What follows belongs to an exercise in optimizing a design on an open flow for small area and few clock cycles per item; a production flow would make more cautious choices.
Function was checked by simulation only, so behaviour that the tests miss may differ from the original.
Power and IR drop assume default switching activity.

--- design/flow/config.mk ---
export PLATFORM = sky130hd
export DESIGN_NAME = dep_layer_top
export DESIGN_NICKNAME = dep_layer_top
export VERILOG_FILES = /design/flow/design.v
export SDC_FILE = /design/flow/constraint.sdc
export NUM_CORES = 4
export LEC_CHECK = 0
export CAP_MARGIN = 20
export CORE_MARGIN = 2
export CORE_UTILIZATION = 60
export PLACE_DENSITY = 0.8
export SLEW_MARGIN = 20
--- design/flow/constraint.sdc ---
create_clock -name core_clock -period 10.0 [get_ports {i_clk}]
set_input_delay 2.0000 -clock core_clock [delete_from_list [all_inputs] [get_ports {i_clk}]]
set_output_delay 2.0000 -clock core_clock [all_outputs]
set_load 0.01 [all_outputs]
--- design/flow/design.v ---
`timescale 1ns/1ps
module dep_layer_top (
  input  logic         i_clk,
  input  logic         i_rst_n,
  input  logic         i_rule_wren,
  input  logic [31:0]  i_rule_addr,
  input  logic [31:0]  i_rule_wdata,
  input  logic         i_valid,
  output logic         o_ready,
  input  logic [207:0] i_beat,
  output logic         o_valid,
  input  logic         i_ready,
  output logic [207:0] o_beat
);
  localparam int RULE_NUM = 8;
  logic [RULE_NUM-1:0] rule_valid;
  logic [15:0]         rule_a0  [RULE_NUM];
  logic [15:0]         rule_a1  [RULE_NUM];
  logic [13:0]         rule_act [RULE_NUM];
  logic [2:0] wr_idx;
  logic       wr_act;
  assign wr_act = i_rule_addr[0];
  logic [13:0] act_enc;
  always_comb begin
    act_enc[13:11] = i_rule_wdata[30:28];
    act_enc[10]    = i_rule_wdata[27] || i_rule_wdata[21];
    act_enc[9:5]   = i_rule_wdata[27] ? i_rule_wdata[26:22] : i_rule_wdata[20:16];
    act_enc[4:0]   = i_rule_wdata[21] ? i_rule_wdata[20:16] : i_rule_wdata[26:22];
  end
  assign wr_idx = i_rule_addr[3:1];
  always_ff @(posedge i_clk) begin
    if (!i_rst_n) begin
      rule_valid <= '0;
    end else if (i_rule_wren && wr_act) begin
      rule_valid[wr_idx] <= i_rule_wdata[31];
    end
  end
  always_ff @(posedge i_clk) begin
    if (i_rule_wren) begin
      if (wr_act) begin
        rule_act[wr_idx] <= act_enc;
      end else begin
        rule_a0[wr_idx] <= ~(i_rule_wdata[15:0] &  i_rule_wdata[31:16]);
        rule_a1[wr_idx] <= ~(i_rule_wdata[15:0] & ~i_rule_wdata[31:16]);
      end
    end
  end
  logic [2:0]          type_off;
  logic [15:0]         in_head [8];
  logic [15:0]         head [8];
  logic [15:0]         type_field;
  logic [RULE_NUM-1:0] rule_match;
  logic [13:0]         hit_act;
  logic [10:0]         top_q;    
  logic [68:0]         low_q;    
  assign type_off = i_beat[199:197];
  always_comb begin
    for (int k = 0; k < 8; k++) in_head[k] = i_beat[196 - 16*k -: 16];
    for (int k = 0; k < 8; k++) head[k] = head_q[127 - 16*k -: 16];
  end
  always_comb begin
    type_field = '0;
    for (int k = 0; k < 8; k++) begin
      if (type_off == 3'(k)) type_field = type_field | in_head[k];
    end
  end
  always_comb begin
    for (int i = 0; i < RULE_NUM; i++) begin
      rule_match[i] = rule_valid[i] &&
        (&((type_field & rule_a1[i]) | (~type_field & rule_a0[i])));
    end
  end
  always_comb begin
    logic [RULE_NUM-1:0] first;
    logic                seen;
    seen = 1'b0;
    for (int i = 0; i < RULE_NUM; i++) begin
      first[i] = rule_match[i] && !seen;
      seen     = seen || rule_match[i];
    end
    hit_act = '0;
    for (int i = 0; i < RULE_NUM; i++) begin
      hit_act = hit_act | ({14{first[i]}} & rule_act[i]);
    end
  end
  logic        load;
  logic        any;
  logic [2:0]  dst1, dst0;
  logic [15:0] m1, m0;
  logic [15:0] in_meta [4];
  logic [15:0] head_d [8];
  logic [127:0] head_q;
  logic [2:0]  sh_q;
  always_comb begin
    for (int k = 0; k < 4; k++) in_meta[k] = i_beat[68 - 16*k -: 16];
  end
  assign any  = hit_act[10];
  assign dst1 = hit_act[9:7];
  assign m1   = in_meta[hit_act[6:5]];
  assign dst0 = hit_act[4:2];
  assign m0   = in_meta[hit_act[1:0]];
  always_comb begin
    for (int j = 0; j < 8; j++) begin
      logic r1, r0, keep;
      r1   = any && dst1 == 3'(j);
      r0   = any && dst0 == 3'(j) && !r1;
      keep = !r1 && !r0;
      head_d[j] = ({16{r1 && load}} & m1) | ({16{r0 && load}} & m0) |
                  ({16{keep && load}} & in_head[j]) |
                  ({16{!load}} & head_q[127 - 16*j -: 16]);
    end
  end
  assign o_ready = !o_valid || i_ready;
  assign load    = i_valid && o_ready;
  always_ff @(posedge i_clk) begin
    if (!i_rst_n) begin
      o_valid <= 1'b0;
    end else if (o_ready) begin
      o_valid <= i_valid;
    end
  end
  always_ff @(posedge i_clk) begin
    if (load) begin
      top_q           <= i_beat[207:197];
      low_q           <= i_beat[68:0];
      sh_q            <= hit_act[13:11];
    end
  end
  always_ff @(posedge i_clk) begin
    for (int j = 0; j < 8; j++) head_q[127 - 16*j -: 16] <= head_d[j];
  end
  logic [15:0] sh1 [8];
  logic [15:0] sh2 [8];
  logic [15:0] sh4 [8];
  logic [15:0] slot [8];
  always_comb begin
    for (int s = 0; s < 8; s++) begin
      sh1[s] = (sh_q[0] && s < 7) ? head[(s + 1) % 8] : head[s];
    end
    for (int s = 0; s < 8; s++) begin
      sh2[s] = (sh_q[1] && s < 6) ? sh1[(s + 2) % 8] : sh1[s];
    end
    for (int s = 0; s < 8; s++) begin
      sh4[s] = (sh_q[2] && s < 4) ? sh2[(s + 4) % 8] : sh2[s];
    end
    for (int s = 0; s < 8; s++) begin
      slot[s] = (4'(s) + {1'b0, sh_q} < 4'd8) ? sh4[s] : '0;
    end
  end
  always_comb begin
    o_beat = {top_q, 128'b0, low_q};
    for (int s = 0; s < 8; s++) o_beat[196 - 16*s -: 16] = slot[s];
  end
endmodule
--- design/flow/flow/run.sh ---
#!/bin/bash
# The standard layout (standard.sh) with these changes:
#  - synthesis maps the logic with an area-oriented ABC script (flow/abc.script)
#    in place of ORFS's speed script, without the full-adder extraction and
#    without buffers on pass-through wires; the rest of synthesis is unchanged
#  - port buffers use the smallest buffer cell
#  - CTS uses larger sink clusters, a clkbuf_16 root and no dummy loads
# Each tool's output goes to a log in this folder and to ORFS's own logs.
set -euo pipefail
rm -rf myscripts
cp -r "$FLOW_HOME/scripts" myscripts
cp flow/abc.script myscripts/abc_speed.script
export ADDER_MAP_FILE=
export SYNTH_INSBUF=0
SCRIPTS_DIR="$PWD/myscripts" bash standard.sh synth > synth_stage.log 2>&1
export BUFFER_PORTS_ARGS="-buffer_cell sky130_fd_sc_hd__buf_1"
export CTS_ARGS="-sink_clustering_enable -repair_clock_nets -dont_use_dummy_load -sink_clustering_size 25 -sink_clustering_max_diameter 80 -buf_list {sky130_fd_sc_hd__clkbuf_8 sky130_fd_sc_hd__clkbuf_16} -root_buf sky130_fd_sc_hd__clkbuf_16"
bash standard.sh > standard.log 2>&1
--- design/flow/flow/abc.script ---
strash
dch -f
amap -F 50 -A 30
topo
--- design/flow/standard.sh ---
#!/bin/bash
# synth_recipe.tcl (not shown) runs the flow's synth.tcl, then flattens the netlist and writes it again
# the make line also repeats each setting of config.mk as NAME=value (left out here)
make -C /OpenROAD-flow-scripts/flow DESIGN_CONFIG=/design/flow/config.mk WORK_HOME=/design/flow/orfs CLKGATE_MAP_FILE= SYNTH_SCRIPT=/design/flow/synth_recipe.tcl "${@:-finish}"
==> flow_summary_export.csv, run 1 <==
group,metric,value,unit
run_status,status,"finished clean",
cts,cts_tree,"done",
die,rows,74,
synth,syn_nets,2222,
synth,synth_top_family_by_area,"compound AO/OA/AOI/OAI gates",
timing,clock.fmax,105.1,MHz
critical_path,cp.required,10.42,ns
synth,yosys_warnings,9,
finish,fin_area,29160,sq um
timing,report.final.slew_viol_count,0,
hold_path,worstHoldStart,"rule_valid[7]$_SDFFE_PN0P_",
cts,cts_hold_buf,0,
placement,place_worst_setup_slack,0.2871,ns
global_routing,grt_start_max_net_pins,117,
die,initial_core_util,60.69,%
hold_path,hp-class,"reg2reg",
critical_path,cpMaxStageDelayCell,"nor3_2",
placement,routabilityCongestion,1.038,
placement,place_hpwl,73150,microns
global_routing,grt_util_all_layers,46.15,%
power,report.power.total,4.860,mW
cts,clkLatencyLatePin,0.61,ns
timing,setup-tns-final,0,ns
route,drc,0,
cts,clk_pin_slew,0.09,ns
synth,postSynthCellCount,1945,
critical_path,r2r-start,"rule_a1[2][10]$_DFFE_PP_",
finish,drive_above_1_share,7.966,%
cts,cts_made_buffers,29,
finish,final_util,71.43,%
route,vias_per_cell,7.571,
route,wl_per_cell,33.43,microns
synth,syn_area_per_cell,12.74,sq um
critical_path,path_delay_family,"simple AND/OR/NAND/NOR gates",
synth,synth_compound_area_share,24.34,%
cts,cts-resized-gates,0,
timing,rsz0062_at_grt,"no",
synth,synth_seq_cells,588,
finish,mostFrequentLayoutCells,"458 x buf_1, 451 x edfxtp_1, 209 x a222oi_1, 186 x nor2_1, 167 x o21ai_0",
timing,worst_pin_slew,1.313,ns
cts,cts_max_path_buffers,3,
critical_path,worstSetupStartpoint,"i_beat[199]",
global_routing,grt_pass1_vias,21960,
critical_path,cp_cell_sequence,"buf_1, clkinv_1, nor3_2, buf_4, a222oi_1, nand4_1, clkinv_1, o22a_1, o221ai_1, or4_1, or4_1, nor4_1, or3_1, or3_1, nor2b_1, clkinv_1, buf_4, o221ai_1, clkinv_1, buf_4, a222oi_1, nor2_1, a21oi_1, o21ai_0",
critical_path,path_buf_inv,8,
finish,area_growth,17.70,%
cts,htree_levels,1,
synth,synthAdderAreaFrac,0,%
route,routed_wl,103700,microns
power,power_density,166.6,nW/um^2
placement,place_area,28380,sq um
die,die-height,207.2,microns
timing,fin_ws,0.4815,ns
global_routing,gr-total-overflow,0,
synth,synth_xor_area_share,0,%
timing,holdWs,0.5041,ns
route,drtAntennaViolNets,0,
timing,period_share,95.19,%
synth,synth.distinct_cells,29,
critical_path,cp_max_fo,11,
critical_path,worstSetupStartpointType,"input port",
placement,io_buffers,458,
finish,fin_cells,3102,
synth,synth_mux_area_share,0,%
power,p_leak,9.439,nW
route,num_vias,23490,
finish,final_common_cell,"buf_1",
run,maxCapViolations,0,
cts,postCtsSetupBuffers,0,
critical_path,worstPathArrival,9.94,ns
timing,final-hold-violation-count,0,
die,core,40830,sq um
die,die-area,42940,sq um
global_routing,grt_pass1_wl,144900,microns
synth,synth-simple-area-share,7.857,%
timing,worst_clock_skew,0.04238,ns
timing,fin_crit,9.519,ns
finish,nets,2840,
timing,relSlewSlack,12.45,%
global_routing,antenna_found_initial,17,
placement,dp.cells,3063,
route,drtIter0Drc,5750,
synth,ys_seq_area_share,65.72,%
cts,clock_sinks,588,
power,vdd_drop_max,0.0001499,V
critical_path,rrSetupSlack,4.28,ns
critical_path,end_kind,"flop",
critical_path,crit_top_cell,"clkinv_1",
critical_path,cp_slowest_stage_delay,0.76,ns
cts,clock-root-buffer,"clkbuf_16",
die,io_pins,487,
die,die_w,207.2,microns
synth,netlist_area,24780,sq um
timing,setup_violations,0,
critical_path,worstSetupPathType,"in2reg",
route,firstDrtPassIters,13,
## routing by layer
layer | routed length, microns | share of wire (%) | vias to the layer above | track usage, %
li1 | - | - | 9495 | -
met3 | 16480 | 16 | 566 | 14.54
met1 | 33620 | 32 | 11080 | 58.41
met2 | 45080 | 43 | 2330 | 69.01
met4 | 8441 | 8.1 | 10 | 29.98
met5 | 65 | 0.063 | - | 0
## cells by family after synthesis
family                 Yosys count
buffers and inverters          137
DFF                            588
and+or+nand+nor                426
AOI/OAI and AO/OA              794
## worst register-to-register path, delay by kind of cell (launching register included)
family	cells	cell delay, ns
buffers and inverters	2	0.49
flip-flops	1	0.34
AO/OA/AOI/OAI	8	2.20
AND/OR/NAND/NOR	8	2.50
## path summary, 6_finish.rpt
path / endpoint / cells past startpoint
worst max register to register: head_q[119]$_DFF_P_ / 18
worst min-delay path: rule_valid[7]$_SDFFE_PN0P_ / 2
worst min register to register: rule_valid[7]$_SDFFE_PN0P_ / 2
worst max-delay path: head_q[119]$_DFF_P_ / 24
## layout make-up
class                           instances  area, sq um
Antenna cell                            9        22.52
Clock buffer                           29        725.7
Fill cell                            2936        11670
Inverter                              137        516.7
Multi-Input combinational cell       1220         8199
Sequential cell                       588        16290
Tap cell                              532        665.6
Timing Repair Buffer                  587         2749
## registers in the layout, summed over array words and instances (netlist names)
register / cells
rule_a1: 128
rule_valid: 8
sh_q: 3
top_q: 11
low_q: 69
o_valid: 1
rule_a0: 128
head_q: 128
rule_act: 112
## cell usage after synthesis
master     number  area (sq um)
nor2_1        191         716.9
o2111ai_1       4         35.03
or3_1           3         18.77
dfxtp_1       137          2743
or4_1          31         232.7
nor3_1         39         195.2
a41oi_1         4         35.03
a21oi_1        27         135.1
o21ai_0       168         840.8
o21a_1          6         45.04
edfxtp_1      451         13540
o22ai_1       160          1001
nand2b_1        7         43.79
a22o_1         22         192.7
clkinv_1      137         514.2
or2_0          19         118.9
o221ai_1       36         315.3
nor2b_1        20         125.1
a211oi_1        2         15.01
nand4_1        10         62.56
nor3b_1         1         7.510
a222oi_1      209          2092
nand2_1        90         337.8
nand3_1         5         25.02
o22a_1         83         727.0
o21bai_1        7         52.55
nor4_1         10         62.56
a22oi_1        26         195.2
a221oi_1       40         350.3
## report_power, final
part | internal [mW] | switching (mW) | total [mW]
registers | 2.75 | 0.0722 | 2.82
logic | 0.260 | 0.548 | 0.808
clock network | 0.516 | 0.718 | 1.23
total | 3.52 | 1.34 | 4.86
Testbench counts, summed over its fixed seeds: cycles 4,808, items 4,800.
==> inputs of run 2 (changes only) <==
==> design/flow/flow/abc.script (replaced) <==
strash
rewrite
refactor
dch -f
amap -F 50 -A 30
topo
==> run 2 against run 1 <==
Effect of this change:
- sequential power about the same
- critical path type unchanged
- worst setup slack improved by 0.49 ns
- via count increased by 0.92%
- largest power group unchanged
- clock power increased by 4%
- critical endpoint is now head_q[0]$_DFF_P_
- highest routed layer unchanged
- routed wire length increased by 0.94%
==> flow_summary_export.csv, run 2 <==
group,metric,value,unit
cts,cts_made_buffers,30,
power,p_comb_share,16.4,%
route,routed_wl,104700,microns
power,intPower,3.534,mW
timing,fin_ws,0.9671,ns
finish,reg_top3,"head_q x128, rule_a0 x128, rule_a1 x128",
power,p_seq_share,57.5,%
timing,worst_pin_slew,1.152,ns
die,initial_core_util,60.66,%
cts,clk_pin_slew,0.06,ns
route,num_vias,23700,
critical_path,end_kind,"flop",
global_routing,antenna_found_initial,19,
placement,place_worst_setup_slack,0.6113,ns
critical_path,path_depth,24,
timing,fin_crit,9.033,ns
global_routing,grt_pass1_vias,22260,
cts,cts_tree,"done",
finish,fin_cells,3099,
synth,yosys_warnings,9,
synth,synth-main-ff-cell,"edfxtp_1",
power,power_density,168.9,nW/um^2
synth,synth_most_common_cell,"edfxtp_1",
run,maxCapViolations,0,
run_status,status,"finished clean",
power,swShare,27.91,%
critical_path,worstSetupStartpoint,"i_beat[198]",
synth,syn_area_per_cell,12.71,sq um
die,rows,74,
synth,synth_top_area_share,54.68,%
global_routing,grt_util_all_layers,46.98,%
synth,postSynthCellCount,1949,
power,p_switching,1.368,mW
die,die-area,42920,sq um
critical_path,r2r-end,"head_q[0]$_DFF_P_",
finish,mostFrequentLayoutCells,"458 x buf_1, 451 x edfxtp_1, 209 x a222oi_1, 188 x nor2_1, 167 x o21ai_0",
synth,netlist_area,24770,sq um
power,p_leak,9.437,nW
critical_path,cpMaxStageDelayCell,"nor3_2",
critical_path,path_buf_inv,6,
route,drtIter0Drc,5706,
power,vdd_drop_max,0.0001855,V
critical_path,cp_cell_sequence,"buf_1, clkinv_1, nor3_2, buf_4, nand2_1, nand4_1, o22ai_1, or4_1, or4_1, or4_1, nor4_1, nor2_1, nand2_1, o21ai_0, a221oi_1, o21ai_0, a21oi_1, clkinv_1, nor2_1, buf_4, clkinv_1, o21a_1, a222oi_1, o21ai_0",
global_routing,grt_pass1_wl,147900,microns
global_routing,busiest_layer,"met2",
cts,clkLatencyLatePin,0.63,ns
critical_path,worstSetupStartpointType,"input port",
global_routing,grtUsageMet1,60.29,%
timing,clock.fmax,110.7,MHz
critical_path,cp_slowest_stage_delay,0.69,ns
timing,final-hold-violation-count,0,
route,firstDrtPassIters,14,
global_routing,gr-total-overflow,0,
power,report.power.total,4.902,mW
placement,routabilityCongestion,1.058,
cts,cts_hold_buf,0,
synth,synth_common_cells,"451 x edfxtp_1, 209 x a222oi_1, 195 x nor2_1",
timing,worst_clock_skew,0.06167,ns
critical_path,worstSetupEndpoint,"head_q[0]$_DFF_P_",
placement,dp.cells,3059,
critical_path,path_delay_family,"simple AND/OR/NAND/NOR gates",
synth,syn_nets,2226,
finish,seq_area,16290,sq um
timing,period_share,90.33,%
synth,ys_seq_area_share,65.75,%
hold_path,hp-class,"reg2reg",
synth,ys_top_cells_by_area,"edfxtp_1 55%, dfxtp_1 11%, a222oi_1 8.4%, o22ai_1 4.0%, o21ai_0 3.4%",
critical_path,r2r_cells,18,
die,die-height,207.2,microns
global_routing,grt_start_max_net_pins,103,
route,vias_per_cell,7.648,
timing,setup_violations,0,
synth,async_flop_share,0,%
finish,final_common_cell,"buf_1",
die,die_w,207.2,microns
synth,synth_seq_cells,588,
finish,nets,2837,
finish,n_fill_cell,2973,
die,io_pins,487,
placement,io_buffers,458,
cts,postCtsSetupBuffers,0,
cts,clock-root-buffer,"clkbuf_16",
timing,relSlewSlack,23.21,%
cts,clock_sinks,588,
finish,area_growth,17.18,%
critical_path,r2r-start,"rule_a0[2][0]$_DFFE_PP_",
finish,drive_above_1_share,7.506,%
timing,rsz0062_at_grt,"no",
timing,setup-tns-final,0,ns
finish,final_util,71.08,%
die,core,40830,sq um
synth,synth_edf_count,451,
cts,cts-resized-gates,0,
route,drtAntennaViolNets,0,
critical_path,rrSetupSlack,4.18,ns
finish,multi_input_area,8152,sq um
cts,htree_levels,1,
power,power_frac_clock,26.0,%
critical_path,cp.required,10.46,ns
route,drc,0,
placement,place_hpwl,72440,microns
critical_path,worstSetupPathType,"in2reg",
critical_path,cp_max_fo,16,
timing,report.final.slew_viol_count,0,
critical_path,worstPathArrival,9.50,ns
synth,synth_top_cell_by_area,"edfxtp_1",
global_routing,grt.met2_usage,69.66,%
cts,cts_max_path_buffers,3,
hold_path,worstHoldPathCells,2,
synth,synth.distinct_cells,30,
route,wl_per_cell,33.77,microns
global_routing,grt_use_met3,15.10,%
[run 2: logic make-up (layout without fill, tap and decap cells)]
logic type      Yosys count  after routing  share of synthesized area, %
flops                   588            588                         65.75
simple gates            433            433                         7.926
buf+inv                 138            747                         2.091
compound gates          790            790                         24.23
other cells               0              9                             0
[run 2: cell type report]
| cell class | instances | area share, % |
|---|---|---|
| antenna | 9 | 0.07760 |
| clock buffer | 30 | 2.587 |
| inverter | 138 | 1.798 |
| multi-input combinational | 1223 | 28.09 |
| sequential | 588 | 56.11 |
| tap | 532 | 2.294 |
| timing repair buffer | 579 | 9.045 |
[run 2: power by group through the flow]
stage	combinational [mW]	sequential [mW]	clock [mW]
global placement	0.739	2.87	0
global route	0.830	2.83	1.33
CTS	0.761	2.82	1.26
finish	0.805	2.82	1.28
detailed placement	0.756	2.87	0
floorplan	0.392	2.87	0
[run 2: tightest hold or removal path, cell delays in order (launching register included)]
cell and delay [ns]:
dfxtp_1 0.32, a222oi_1 0.08, o21ai_0 0.07
[run 2: metrics by stage]
step	hold slack [ns]	area [sq um]
after floorplan	0.4480	24770
after global placement	0.4828	28240
after detailed placement	0.4929	28240
after CTS	0.5041	29000
after global routing	0.5301	29010
final	0.5041	29020
[run 2: worst min path at each step]
stage,startpoint,endpoint,slack (ns)
after floorplan,rule_valid[3]$_SDFFE_PN0P_,rule_valid[3]$_SDFFE_PN0P_,0.45
after global placement,head_q[120]$_DFF_P_,head_q[120]$_DFF_P_,0.48
after detailed placement,head_q[120]$_DFF_P_,head_q[120]$_DFF_P_,0.49
after CTS,head_q[125]$_DFF_P_,head_q[125]$_DFF_P_,0.50
after global routing,head_q[120]$_DFF_P_,head_q[120]$_DFF_P_,0.53
final,head_q[125]$_DFF_P_,head_q[125]$_DFF_P_,0.50
[run 2: per-layer routing]
metal  share of wire (%)  wire length, microns
met5               0.063                    66
met4                 7.9                  8233
met3                  16                 17230
met2                  43                 45180
met1                  32                 33960

-- what the ideal ports hide --
In the flow no input, the clock included, has a driving cell. The finished layouts below were timed again as built, in two steps.
Step 1 assumes that a clkbuf_16 drives the clock port and a buf_2 every other input.
Step 2 moves the port delays by t, midway between the first and last clock arrival at a register: inputs arrive t later, outputs are due t later. That takes back most of the time a late clock gives input paths.
Three values: ideal ports, drivers, drivers and shift; two values: the first two.
| run | t (ns) | setup slack, ns | worst setup path at the end | pins driven straight from the clock port |
|---|---|---|---|---|
| run 1 | 0.643 | 0.481 / 0.503 / -0.140 | input to register | 1 |
| run 2 | 0.659 | 0.967 / 0.991 / 0.332 | input to register | 1 |
Met with ideal ports but missed after step 2: setup timing in run 1. For run 2, which loses most, drivers alone change the setup slack by +0.024 ns; drivers and shift together by -0.635 ns.
